From an optimization exercise on the open Yosys and OpenROAD flow, aimed at small area and a short achievable clock period; shortcuts taken in it are not production practice.
Function not checked in this run: the RTL went through the layout flow alone.
Power is estimated from default activity; no workload was simulated.

==> design.v <==
`default_nettype none
package rv_pkg;
    localparam int XLEN   = 32;
    localparam int REG_AW = 5;
    localparam logic [3:0] ALU_ADD  = 4'd0;
    localparam logic [3:0] ALU_SUB  = 4'd1;
    localparam logic [3:0] ALU_SLL  = 4'd2;
    localparam logic [3:0] ALU_SLT  = 4'd3;
    localparam logic [3:0] ALU_SLTU = 4'd4;
    localparam logic [3:0] ALU_XOR  = 4'd5;
    localparam logic [3:0] ALU_SRL  = 4'd6;
    localparam logic [3:0] ALU_SRA  = 4'd7;
    localparam logic [3:0] ALU_OR   = 4'd8;
    localparam logic [3:0] ALU_AND  = 4'd9;
    localparam logic [6:0] OPC_OP     = 7'b0110011;
    localparam logic [6:0] OPC_OP_IMM = 7'b0010011;
    localparam logic [6:0] OPC_LUI    = 7'b0110111;
    localparam logic [6:0] FUNCT7_BASE = 7'b0000000;
    localparam logic [6:0] FUNCT7_ALT  = 7'b0100000;  
    localparam logic [2:0] F3_ADD  = 3'b000;
    localparam logic [2:0] F3_SLL  = 3'b001;
    localparam logic [2:0] F3_SLT  = 3'b010;
    localparam logic [2:0] F3_SLTU = 3'b011;
    localparam logic [2:0] F3_XOR  = 3'b100;
    localparam logic [2:0] F3_SR   = 3'b101;  
    localparam logic [2:0] F3_OR   = 3'b110;
    localparam logic [2:0] F3_AND  = 3'b111;
endpackage
`default_nettype wire
`timescale 1ns/10ps
`default_nettype none
import rv_pkg::*;
module regfile
(
    input  logic              clk_i,
    input  logic              rst_n_i,
    input  logic              wr_valid_i,
    input  logic              wr_valid_n_i,  
    input  logic [4:0]        wr_rd_i,
    input  logic [31:0]       wr_data_i,
    input  logic [3:0]        rs1_hi_i,
    input  logic [7:0]        rs1_lo_i,
    input  logic [3:0]        rs2_hi_i,
    input  logic [7:0]        rs2_lo_i,
    output logic [31:0]       rs1_data_o,
    output logic [31:0]       rs2_data_o
);
    logic [XLEN-1:0] regs [1:31];
    logic [31:1]     row_valid;
    logic [31:1]     we;
    logic [31:1]     hold;
    logic [31:1]     sel1;
    logic [31:1]     sel2;
    always_comb begin
        for (int r = 1; r < 32; r++) begin
            we[r]   = wr_valid_i && wr_rd_i == r[4:0];
            hold[r] = wr_valid_n_i || wr_rd_i != r[4:0];
            sel1[r] = row_valid[r] && rs1_hi_i[r/8] && rs1_lo_i[r%8];
            sel2[r] = row_valid[r] && rs2_hi_i[r/8] && rs2_lo_i[r%8];
        end
    end
    always_ff @(posedge clk_i or negedge rst_n_i) begin
        if (!rst_n_i) begin
            row_valid <= 31'd0;
        end else begin
            row_valid <= row_valid | we;
        end
    end
    always_ff @(posedge clk_i) begin
        for (int r = 1; r < 32; r++) begin
            if (we[r]) begin
                regs[r] <= wr_data_i;
            end
        end
    end
    always_comb begin
        rs1_data_o = 32'd0;
        rs2_data_o = 32'd0;
        for (int r = 1; r < 32; r++) begin
            rs1_data_o = rs1_data_o | ({XLEN{sel1[r]}} & regs[r]);
            rs2_data_o = rs2_data_o | ({XLEN{sel2[r]}} & regs[r]);
        end
    end
endmodule
`default_nettype wire
`timescale 1ns/10ps
`default_nettype none
import rv_pkg::*;
module alu
(
    input  logic [31:0] a_i,
    input  logic [31:0] b_i,
    input  logic        sub_i,      
    input  logic        uns_i,      
    input  logic        sra_i,      
    input  logic        sel_add_i,
    input  logic        sel_slt_i,
    input  logic        sel_sr_i,
    input  logic        sel_sll_i,
    input  logic        sel_xor_i,
    input  logic        sel_or_i,
    input  logic        sel_and_i,
    output logic [31:0] y_o
);
    logic [31:0] bx;
    logic [33:0] sum;
    logic        ea;
    logic        eb;
    logic [63:0] sh_ext;
    logic [31:0] sh;
    logic [31:0] sh_rev;
    assign bx  = b_i ^ {32{sub_i}};
    assign ea  = !uns_i && a_i[31];
    assign eb  = (!uns_i && b_i[31]) ^ sub_i;
    assign sum = {ea, a_i, 1'b1} + {eb, bx, sub_i};
    assign sh_ext = {{32{sra_i && a_i[31]}}, a_i} >> b_i[4:0];
    assign sh     = sh_ext[31:0];
    always_comb begin
        for (int i = 0; i < 32; i++) begin
            sh_rev[i] = sh[31-i];
        end
    end
    assign y_o = ({32{sel_add_i}} & sum[32:1])
               | {31'd0, sel_slt_i & sum[33]}
               | ({32{sel_sr_i}}  & sh)
               | ({32{sel_sll_i}} & sh_rev)
               | ({32{sel_xor_i}} & (a_i ^ b_i))
               | ({32{sel_or_i}}  & (a_i | b_i))
               | ({32{sel_and_i}} & (a_i & b_i));
endmodule
`default_nettype wire
`timescale 1ns/10ps
`default_nettype none
import rv_pkg::*;
module decode_stage
(
    input  logic              clk_i,
    input  logic              rst_n_i,
    input  logic              instr_valid_i,
    input  logic [31:0]       instr_i,
    input  logic              mem_valid_i,   
    input  logic              mem_valid_n_i,
    input  logic [4:0]        mem_rd_i,
    input  logic [31:0]       mem_data_i,
    output logic              ex_valid_o,    
    output logic [4:0]        ex_rd_o,
    output logic [31:0]       ex_a_o,        
    output logic [31:0]       ex_b_o,        
    output logic              ex_fwd_a_o,    
    output logic              ex_fwd_ar_o,   
    output logic              ex_fwd_b_o,    
    output logic              ex_sub_o,
    output logic              ex_uns_o,
    output logic              ex_sra_o,
    output logic              ex_sel_add_o,
    output logic              ex_sel_slt_o,
    output logic              ex_sel_sr_o,
    output logic              ex_sel_sll_o,
    output logic              ex_sel_xor_o,
    output logic              ex_sel_or_o,
    output logic              ex_sel_and_o
);
    logic [6:0] in_opc;
    logic [2:0] in_f3;
    logic [6:0] in_f7;
    logic       in_is_op;
    logic       in_is_imm;
    logic       in_is_lui;
    logic       in_legal;
    assign in_opc    = instr_i[6:0];
    assign in_f3     = instr_i[14:12];
    assign in_f7     = instr_i[31:25];
    assign in_is_op  = in_opc == OPC_OP;
    assign in_is_imm = in_opc == OPC_OP_IMM;
    assign in_is_lui = in_opc == OPC_LUI;
    always_comb begin
        in_legal = 1'b0;
        if (in_is_op) begin
            in_legal = (in_f7 == FUNCT7_BASE) ||
                       (in_f7 == FUNCT7_ALT && (in_f3 == F3_ADD || in_f3 == F3_SR));
        end else if (in_is_imm) begin
            if (in_f3 == F3_SLL)     in_legal = in_f7 == FUNCT7_BASE;
            else if (in_f3 == F3_SR) in_legal = in_f7 == FUNCT7_BASE || in_f7 == FUNCT7_ALT;
            else                     in_legal = 1'b1;
        end else if (in_is_lui) begin
            in_legal = 1'b1;
        end
    end
    logic [4:0] in_rs1;
    logic [4:0] in_rs2;
    logic [3:0] in_r1hi;
    logic [7:0] in_r1lo;
    logic [3:0] in_r2hi;
    logic [7:0] in_r2lo;
    assign in_rs1 = in_is_lui ? 5'd0 : instr_i[19:15];
    assign in_rs2 = (in_is_lui || in_is_imm) ? 5'd0 : instr_i[24:20];
    always_comb begin
        for (int i = 0; i < 4; i++) begin
            in_r1hi[i] = in_rs1[4:3] == i[1:0];
            in_r2hi[i] = in_rs2[4:3] == i[1:0];
        end
        for (int i = 0; i < 8; i++) begin
            in_r1lo[i] = in_rs1[2:0] == i[2:0];
            in_r2lo[i] = in_rs2[2:0] == i[2:0];
        end
    end
    logic        q_valid;    
    logic        q_imm;      
    logic        q_lui;      
    logic        q_sll;      
    logic [31:7] q;          
    logic [3:0]  q_r1hi;     
    logic [7:0]  q_r1lo;
    logic [3:0]  q_r2hi;
    logic [7:0]  q_r2lo;
    logic        q_fwd_a;    
    logic        q_fwd_b;
    logic        q_byp1;     
    logic        q_byp2;
    always_ff @(posedge clk_i or negedge rst_n_i) begin
        if (!rst_n_i) begin
            q_valid <= 1'b0;
        end else begin
            q_valid <= instr_valid_i && in_legal && instr_i[11:7] != 5'd0;
        end
    end
    always_ff @(posedge clk_i) begin
        q_imm   <= in_is_imm;
        q_lui   <= in_is_lui;
        q_sll   <= (in_is_op || in_is_imm) && in_f3 == F3_SLL;
        q       <= instr_i[31:7];
        q_r1hi  <= in_r1hi;
        q_r1lo  <= in_r1lo;
        q_r2hi  <= in_r2hi;
        q_r2lo  <= in_r2lo;
        q_fwd_a <= q_valid && q[11:7] == in_rs1;
        q_fwd_b <= q_valid && q[11:7] == in_rs2;
        q_byp1  <= ex_valid_o && ex_rd_o == in_rs1;
        q_byp2  <= ex_valid_o && ex_rd_o == in_rs2;
    end
    logic [4:0]  rd;
    logic [2:0]  f3;
    logic        alt;
    logic        b_imm;
    logic [31:0] imm;
    logic [31:0] rf1;
    logic [31:0] rf2;
    logic [31:0] a_val;
    assign rd    = q[11:7];
    assign f3    = q[14:12];
    assign alt   = q[30];
    assign b_imm = q_imm || q_lui;
    assign imm   = q_lui ? {q[31:12], 12'd0} : {{20{q[31]}}, q[31:20]};
    regfile u_regfile (
        .clk_i        (clk_i),
        .rst_n_i      (rst_n_i),
        .wr_valid_i   (mem_valid_i),
        .wr_valid_n_i (mem_valid_n_i),
        .wr_rd_i      (mem_rd_i),
        .wr_data_i    (mem_data_i),
        .rs1_hi_i     (q_r1hi),
        .rs1_lo_i     (q_r1lo),
        .rs2_hi_i     (q_r2hi),
        .rs2_lo_i     (q_r2lo),
        .rs1_data_o   (rf1),
        .rs2_data_o   (rf2)
    );
    assign a_val = q_byp1 ? mem_data_i : rf1;
    always_ff @(posedge clk_i or negedge rst_n_i) begin
        if (!rst_n_i) begin
            ex_valid_o <= 1'b0;
        end else begin
            ex_valid_o <= q_valid;
        end
    end
    always_ff @(posedge clk_i) begin
        ex_rd_o <= rd;
        for (int i = 0; i < 32; i++) begin
            ex_a_o[i] <= q_sll ? a_val[31-i] : a_val[i];
        end
        ex_b_o       <= q_byp2 ? mem_data_i : rf2 | ({32{b_imm}} & imm);
        ex_fwd_a_o   <= q_fwd_a && !q_sll;
        ex_fwd_ar_o  <= q_fwd_a && q_sll;
        ex_fwd_b_o   <= q_fwd_b;
        ex_sub_o     <= !q_lui && ((!q_imm && f3 == F3_ADD && alt) ||
                                   f3 == F3_SLT || f3 == F3_SLTU);
        ex_uns_o     <= f3 == F3_SLTU;
        ex_sra_o     <= alt;
        ex_sel_add_o <= q_lui || f3 == F3_ADD;
        ex_sel_slt_o <= !q_lui && (f3 == F3_SLT || f3 == F3_SLTU);
        ex_sel_sr_o  <= !q_lui && f3 == F3_SR;
        ex_sel_sll_o <= q_sll;
        ex_sel_xor_o <= !q_lui && f3 == F3_XOR;
        ex_sel_or_o  <= !q_lui && f3 == F3_OR;
        ex_sel_and_o <= !q_lui && f3 == F3_AND;
    end
endmodule
`default_nettype wire
`timescale 1ns/10ps
`default_nettype none
import rv_pkg::*;
module execute_stage
(
    input  logic              clk_i,
    input  logic              rst_n_i,
    input  logic              ex_valid_i,
    input  logic [4:0]        ex_rd_i,
    input  logic [31:0]       ex_a_i,
    input  logic [31:0]       ex_b_i,
    input  logic              ex_fwd_a_i,
    input  logic              ex_fwd_ar_i,
    input  logic              ex_fwd_b_i,
    input  logic              ex_sub_i,
    input  logic              ex_uns_i,
    input  logic              ex_sra_i,
    input  logic              ex_sel_add_i,
    input  logic              ex_sel_slt_i,
    input  logic              ex_sel_sr_i,
    input  logic              ex_sel_sll_i,
    input  logic              ex_sel_xor_i,
    input  logic              ex_sel_or_i,
    input  logic              ex_sel_and_i,
    output logic              mem_valid_o,
    output logic              mem_valid_n_o,  
    output logic [4:0]        mem_rd_o,
    output logic [31:0]       mem_data_o,
    output logic              wb_valid_o,
    output logic [4:0]        wb_rd_o,
    output logic [31:0]       wb_data_o
);
    logic [XLEN-1:0] a;
    logic [XLEN-1:0] b;
    logic [XLEN-1:0] alu_y;
    always_comb begin
        for (int i = 0; i < 32; i++) begin
            a[i] = (ex_fwd_a_i  && mem_data_o[i])    ||
                   (ex_fwd_ar_i && mem_data_o[31-i]) ||
                   (!ex_fwd_a_i && !ex_fwd_ar_i && ex_a_i[i]);
        end
    end
    assign b = ex_fwd_b_i ? mem_data_o : ex_b_i;
    alu u_alu (
        .a_i       (a),
        .b_i       (b),
        .sub_i     (ex_sub_i),
        .uns_i     (ex_uns_i),
        .sra_i     (ex_sra_i),
        .sel_add_i (ex_sel_add_i),
        .sel_slt_i (ex_sel_slt_i),
        .sel_sr_i  (ex_sel_sr_i),
        .sel_sll_i (ex_sel_sll_i),
        .sel_xor_i (ex_sel_xor_i),
        .sel_or_i  (ex_sel_or_i),
        .sel_and_i (ex_sel_and_i),
        .y_o       (alu_y)
    );
    always_ff @(posedge clk_i or negedge rst_n_i) begin
        if (!rst_n_i) begin
            mem_valid_o   <= 1'b0;
            mem_valid_n_o <= 1'b1;
            wb_valid_o    <= 1'b0;
        end else begin
            mem_valid_o   <= ex_valid_i;
            mem_valid_n_o <= !ex_valid_i;
            wb_valid_o  <= mem_valid_o;
        end
    end
    always_ff @(posedge clk_i) begin
        mem_rd_o   <= ex_rd_i;
        mem_data_o <= alu_y;
        wb_rd_o    <= mem_rd_o;
        wb_data_o  <= mem_data_o;
    end
endmodule
`default_nettype wire
`timescale 1ns/10ps
`default_nettype none
import rv_pkg::*;
module rv_core_top
(
    input  logic              clk_i,
    input  logic              rst_n_i,
    input  logic              instr_valid_i,
    input  logic [31:0]       instr_i,
    output logic              wb_valid_o,
    output logic [4:0]        wb_rd_o,
    output logic [31:0]       wb_data_o
);
    logic              ex_valid;
    logic [REG_AW-1:0] ex_rd;
    logic [XLEN-1:0]   ex_a;
    logic [XLEN-1:0]   ex_b;
    logic              ex_fwd_a;
    logic              ex_fwd_ar;
    logic              ex_fwd_b;
    logic              ex_sub;
    logic              ex_uns;
    logic              ex_sra;
    logic              ex_sel_add;
    logic              ex_sel_slt;
    logic              ex_sel_sr;
    logic              ex_sel_sll;
    logic              ex_sel_xor;
    logic              ex_sel_or;
    logic              ex_sel_and;
    logic              mem_valid;
    logic              mem_valid_n;
    logic [REG_AW-1:0] mem_rd;
    logic [XLEN-1:0]   mem_data;
    decode_stage u_decode (
        .clk_i         (clk_i),
        .rst_n_i       (rst_n_i),
        .instr_valid_i (instr_valid_i),
        .instr_i       (instr_i),
        .mem_valid_i   (mem_valid),
        .mem_valid_n_i (mem_valid_n),
        .mem_rd_i      (mem_rd),
        .mem_data_i    (mem_data),
        .ex_valid_o    (ex_valid),
        .ex_rd_o       (ex_rd),
        .ex_a_o        (ex_a),
        .ex_b_o        (ex_b),
        .ex_fwd_a_o    (ex_fwd_a),
        .ex_fwd_ar_o   (ex_fwd_ar),
        .ex_fwd_b_o    (ex_fwd_b),
        .ex_sub_o      (ex_sub),
        .ex_uns_o      (ex_uns),
        .ex_sra_o      (ex_sra),
        .ex_sel_add_o  (ex_sel_add),
        .ex_sel_slt_o  (ex_sel_slt),
        .ex_sel_sr_o   (ex_sel_sr),
        .ex_sel_sll_o  (ex_sel_sll),
        .ex_sel_xor_o  (ex_sel_xor),
        .ex_sel_or_o   (ex_sel_or),
        .ex_sel_and_o  (ex_sel_and)
    );
    execute_stage u_execute (
        .clk_i         (clk_i),
        .rst_n_i       (rst_n_i),
        .ex_valid_i    (ex_valid),
        .ex_rd_i       (ex_rd),
        .ex_a_i        (ex_a),
        .ex_b_i        (ex_b),
        .ex_fwd_a_i    (ex_fwd_a),
        .ex_fwd_ar_i   (ex_fwd_ar),
        .ex_fwd_b_i    (ex_fwd_b),
        .ex_sub_i      (ex_sub),
        .ex_uns_i      (ex_uns),
        .ex_sra_i      (ex_sra),
        .ex_sel_add_i  (ex_sel_add),
        .ex_sel_slt_i  (ex_sel_slt),
        .ex_sel_sr_i   (ex_sel_sr),
        .ex_sel_sll_i  (ex_sel_sll),
        .ex_sel_xor_i  (ex_sel_xor),
        .ex_sel_or_i   (ex_sel_or),
        .ex_sel_and_i  (ex_sel_and),
        .mem_valid_o   (mem_valid),
        .mem_valid_n_o (mem_valid_n),
        .mem_rd_o      (mem_rd),
        .mem_data_o    (mem_data),
        .wb_valid_o    (wb_valid_o),
        .wb_rd_o       (wb_rd_o),
        .wb_data_o     (wb_data_o)
    );
endmodule
`default_nettype wire
==> run.sh <==
#!/bin/bash
# synth_recipe.tcl (not shown) runs the flow's synth.tcl, then flattens the netlist and writes it again
# the make line also repeats each setting of config.mk as NAME=value (left out here)
make -C /OpenROAD-flow-scripts/flow DESIGN_CONFIG=/design/flow/config.mk WORK_HOME=/design/flow/orfs CLKGATE_MAP_FILE= SYNTH_SCRIPT=/design/flow/synth_recipe.tcl finish
==> config.mk <==
export PLATFORM = sky130hd
export DESIGN_NAME = rv_core_top
export DESIGN_NICKNAME = rv_core_top
export VERILOG_FILES = /design/flow/design.v
export SDC_FILE = /design/flow/constraint.sdc
export NUM_CORES = 4
export LEC_CHECK = 0
export CAP_MARGIN = 20
export CORE_MARGIN = 2
export CORE_UTILIZATION = 30
export PLACE_DENSITY = 0.5
export SETUP_SLACK_MARGIN = 3.0
export SLEW_MARGIN = 20
==> constraint.sdc <==
create_clock -name core_clock -period 5.5 [get_ports {clk_i}]
set_input_delay 1.1000 -clock core_clock [delete_from_list [all_inputs] [get_ports {clk_i}]]
set_output_delay 1.1000 -clock core_clock [all_outputs]
set_load 0.01 [all_outputs]
==> impl_metrics.csv <==
group,metric,value,unit
synthesis,seq_area_frac_synth,63.4,%
global_route,grt_pass1_vias,44900,
global_route,grt_pass1_wl,403,mm
synthesis,synth_enable_flop_cells,992,
clocking,clkTransAtPathRegs,60,ps
synthesis,syn_nets,4321,
layout,fin_nets,4668,
setup_path,worst-path-buf-inv,3,
sta,hold_viol_final,0,
setup_path,critPathSlowestCell,"dfxtp_4",
routing,via_per_inst,6.97,
sta,maxSlewViolCount,0,
layout,drive_above_1_share,27.6,%
global_route,antenna_found_initial,25,
min_path,hp-class,"reg -> reg",
clocking,cts-root-buf,"clkbuf_16",
sta,fin_crit,3460,ps
power,peakVddDrop,0.322,mV
routing,routed-via-count,49200,
setup_path,ff2ff_path_depth,15,
synthesis,synthSimpleGateAreaFrac,7.05,%
synthesis,ys_top_cells_by_area,"edfxtp_1, a22oi_1, dfxtp_1, a22o_1, a221oi_1",
layout,synthToLayoutAreaGrowth,26.7,%
status,outcome,"timing/DRC/antenna clean",
clocking,cts_buffer_depth,3,
die,row_count,157,
synthesis,syn_area_per_cell,13.1,µm²
setup_path,cpMostUsedCell,"a221o_1",
synthesis,yosysUniqueCellTypes,74,
clocking,cts_buffers,140,
die,die_area,187000,µm²
setup_path,max_stage_delay,370,ps
setup_path,end_kind,"flop",
job,maxCapViolations,0,
die,io_pins,73,
place,hpwl,174,mm
routing,wl_met2,125,mm
global_route,grt_max_degree,65,
sta,fin_ws,2040,ps
setup_path,start_kind,"flop",
routing,ant_nets,0,
setup_path,cp.depth,15,
sta,worst_pin_slew,1160,ps
power,p_leak,24.3,nW
synthesis,synth_top_family_by_area,"compound AO/OA/AOI/OAI gates",
sta,fin_skew,30.6,ps
synthesis,synthAdderAreaFrac,2.18,%
setup_path,critPathTopFamily,"compound AO/OA/AOI/OAI gates",
sta,fin_setup_tns,0,ps
routing,highest_layer,"met5",
synthesis,yosys_warnings,5,
layout,layout_common_cells,"edfxtp_1, a22oi_1, buf_4",
synthesis,synthMuxAreaShare,2.89,%
place,dpl_worst_slack,1270,ps
die,core_area,183000,µm²
clocking,htreeDepth,4,
global_route,gr-total-overflow,0,
synthesis,yosysTopAreaCellShare,54.1,%
clocking,clock-sinks,1239,
die,die_h,432,µm
routing,met1_length,106,mm
synthesis,synth_seq_cells,1239,
synthesis,yosysTopAreaCell,"edfxtp_1",
setup_path,critPathKind,"reg -> reg",
setup_path,crit_chain,"buf_12 -> buf_8 -> buf_6 -> mux2i_4 -> xnor2_1 -> ha_2 -> and3_4 -> a221oi_4 -> o21ai_4 -> o21ai_2 -> a21oi_2 -> a221o_1 -> a221o_1 -> xor2_1 -> a221o_1",
clocking,cts_tree,"yes",
sta,setup_viol,0,
synthesis,syn_area,55000,µm²
layout,final_util,38.2,%
synthesis,synth_compound_area_share,19.9,%
routing,drt_iter0_drc,11200,
routing,route.detailed.drc,0,
synthesis,netlist_instances,4190,
routing,avgRoutedWirePerCell,43.9,µm
clocking,holdBufCountCts,0,
synthesis,synth_async_sr_flop_share,2.82,%
global_route,grt.total_usage,31.8,%
routing,dr.pass1.iters,9,
sta,maxSlewHeadroom,22.7,%
setup_path,cp.required,6200,ps
synthesis,synth_ff_type,"edfxtp_1",
sta,fmax,0.289,GHz
place,place.gp.congestion,0.944,
die,dieWidth,432,µm
routing,dr_wl_met3,50.7,mm
synthesis,yosys.area_share.xor_xnor,1.19,%
min_path,holdPathStages,0,
setup_path,arrival,4160,ps
sta,rsz0062_at_grt,"yes",
sta,min_period_over_period,62.9,%
power,powerDensity,298,nW/µm²
setup_path,worst-path-max-fanout,4,
layout,mostFrequentLayoutCell,"edfxtp_1",
routing,routed_wl,310,mm
place,port_buffers,72,
clocking,clk_latency,820,ps
die,start_util,30.1,%
==> power breakdown <==
group | internal (mW) | switching, mW | leakage (nW)
Sequential | 10.1 | 0.120 | 11.4
Combinational | 0.215 | 0.397 | 10.6
Clock | 5.79 | 4.12 | 2.35
Total | 16.1 | 4.64 | 24.3
==> timing repair <==
item | in CTS | in global routing
cloned | 13 | 7
buffers inserted | 157 | 106
resized for setup | 457 | 300
pin swaps | 82 | 80
setup endpoints to repair | 668 | 270
hold endpoints to repair | 0 | 0
==> routing by layer <==
layer	vias up	global-route usage [%]
met3	1587	13.5
met1	24200	39.0
met4	22	21.5
li1	17900	-
met2	5506	45.0
met5	-	0.286
==> synthesized netlist by cell type, types with 8 or more instances <==
library cell  number
nor3b_1           12
nor2b_1           10
o211ai_1          14
a21oi_2           18
a21o_1            27
mux2i_1           65
xor2_1            21
dfrtp_1           35
o221ai_1           8
nor4_1            38
o21ai_1           13
nor3_1            48
a211oi_1          20
nand4_1          175
ha_1              96
dfxtp_1          212
nand2_1          102
a221oi_1         166
xnor2_1           54
a22oi_1          672
a21oi_1          181
and3_1            67
mux2_2            57
nor2_1           119
buf_2              8
nand2b_1          12
inv_1            105
buf_6             11
clkbuf_1         293
a31oi_1           17
a221o_1           26
edfxtp_1         992
nand3_1           76
or2_2             38
o21ai_0           57
a222oi_1          19
a22o_1           180
buf_1             29
==> state kept, by name, indices dropped and copies added (netlist names), 4 cells and up <==
name                          flops
u_decode.q_r2hi                   4
u_decode.q_r1hi                   4
u_execute.wb_data_o              32
u_execute.mem_data_o             32
u_decode.q                       25
u_decode.ex_rd_o                  5
u_decode.ex_b_o                  32
u_decode.ex_a_o                  32
u_decode.u_regfile.row_valid     31
u_decode.q_r2lo                   8
u_decode.u_regfile.regs         992
u_execute.wb_rd_o                 5
u_decode.q_r1lo                   8
u_execute.mem_rd_o                5
==> cell type report <==
class,instances,area (µm²)
flip-flops and latches,1239,35000
diodes,14,35.0
repair buffers,540,5440
multi-input cells,2504,21000
fillers,17300,113000
clock inverters,76,872
well taps,2385,2980
inverters,110,434
repair inverters,2,15.0
clock buffers,186,3940
==> cells by family after synthesis <==
group | count (synthesis)
buffers and inverters | 457
adder cells (fa/ha/maj) | 96
XOR/XNOR | 75
AND/OR/NAND/NOR | 721
flip-flops | 1239
multiplexers | 139
AO/OA/AOI/OAI | 1463
==> worst paths after layout <==
| check | startpoint | endpoint | slack (ps) |
|---|---|---|---|
| hold reg to reg | u_execute.mem_data_o[6] | u_execute.wb_data_o[6] | 370 |
| max in group asynchronous | rst_n_i | u_decode.u_regfile.row_valid[27] | 4450 |
| hold / removal | u_execute.mem_data_o[6] | u_execute.wb_data_o[6] | 370 |
| setup reg to reg | u_decode.ex_fwd_b_o | u_execute.mem_data_o[31] | 2040 |
| setup / recovery | u_decode.ex_fwd_b_o | u_execute.mem_data_o[31] | 2040 |
| min in group asynchronous | rst_n_i | u_execute.wb_valid_o | 410 |
==> stage by stage <==
step,area (µm²),power (mW),std cells,hold WS (ps)
6_report,69700,20.8,7056,370
5_1_grt,69700,21.2,7046,376
4_1_cts,67200,20.7,6929,363
3_5_place_dp,59500,10.9,6497,353
3_3_place_gp,59400,10.9,6494,344
2_1_floorplan,55300,10.7,4190,310

what the ideal ports hide:
The flow's constraints put no driver on any port. The routed layout listed below was extracted and timed again, unchanged, in two steps.
Step 1 assumes that a clkbuf_16 drives the clock port and a buf_2 every other input.
Step 2 also shifts input and output timing later by t, the mid clock arrival at the registers, as if the neighbouring blocks saw the same clock.
Three values: ideal ports, drivers, drivers and shift; two values: the first two.
shift t [ns]: 0.889
setup slack, ns: 2.041 / 2.041 / 2.041
hold slack, ns: 0.370 / 0.344 / 0.370
worst setup path after step 2: register to register
worst data-port slew with drivers (ns): 0.04
After both steps this run still meets setup and hold. For this run, drivers alone change the setup slack by 0.000 ns; drivers and shift together by 0.000 ns.
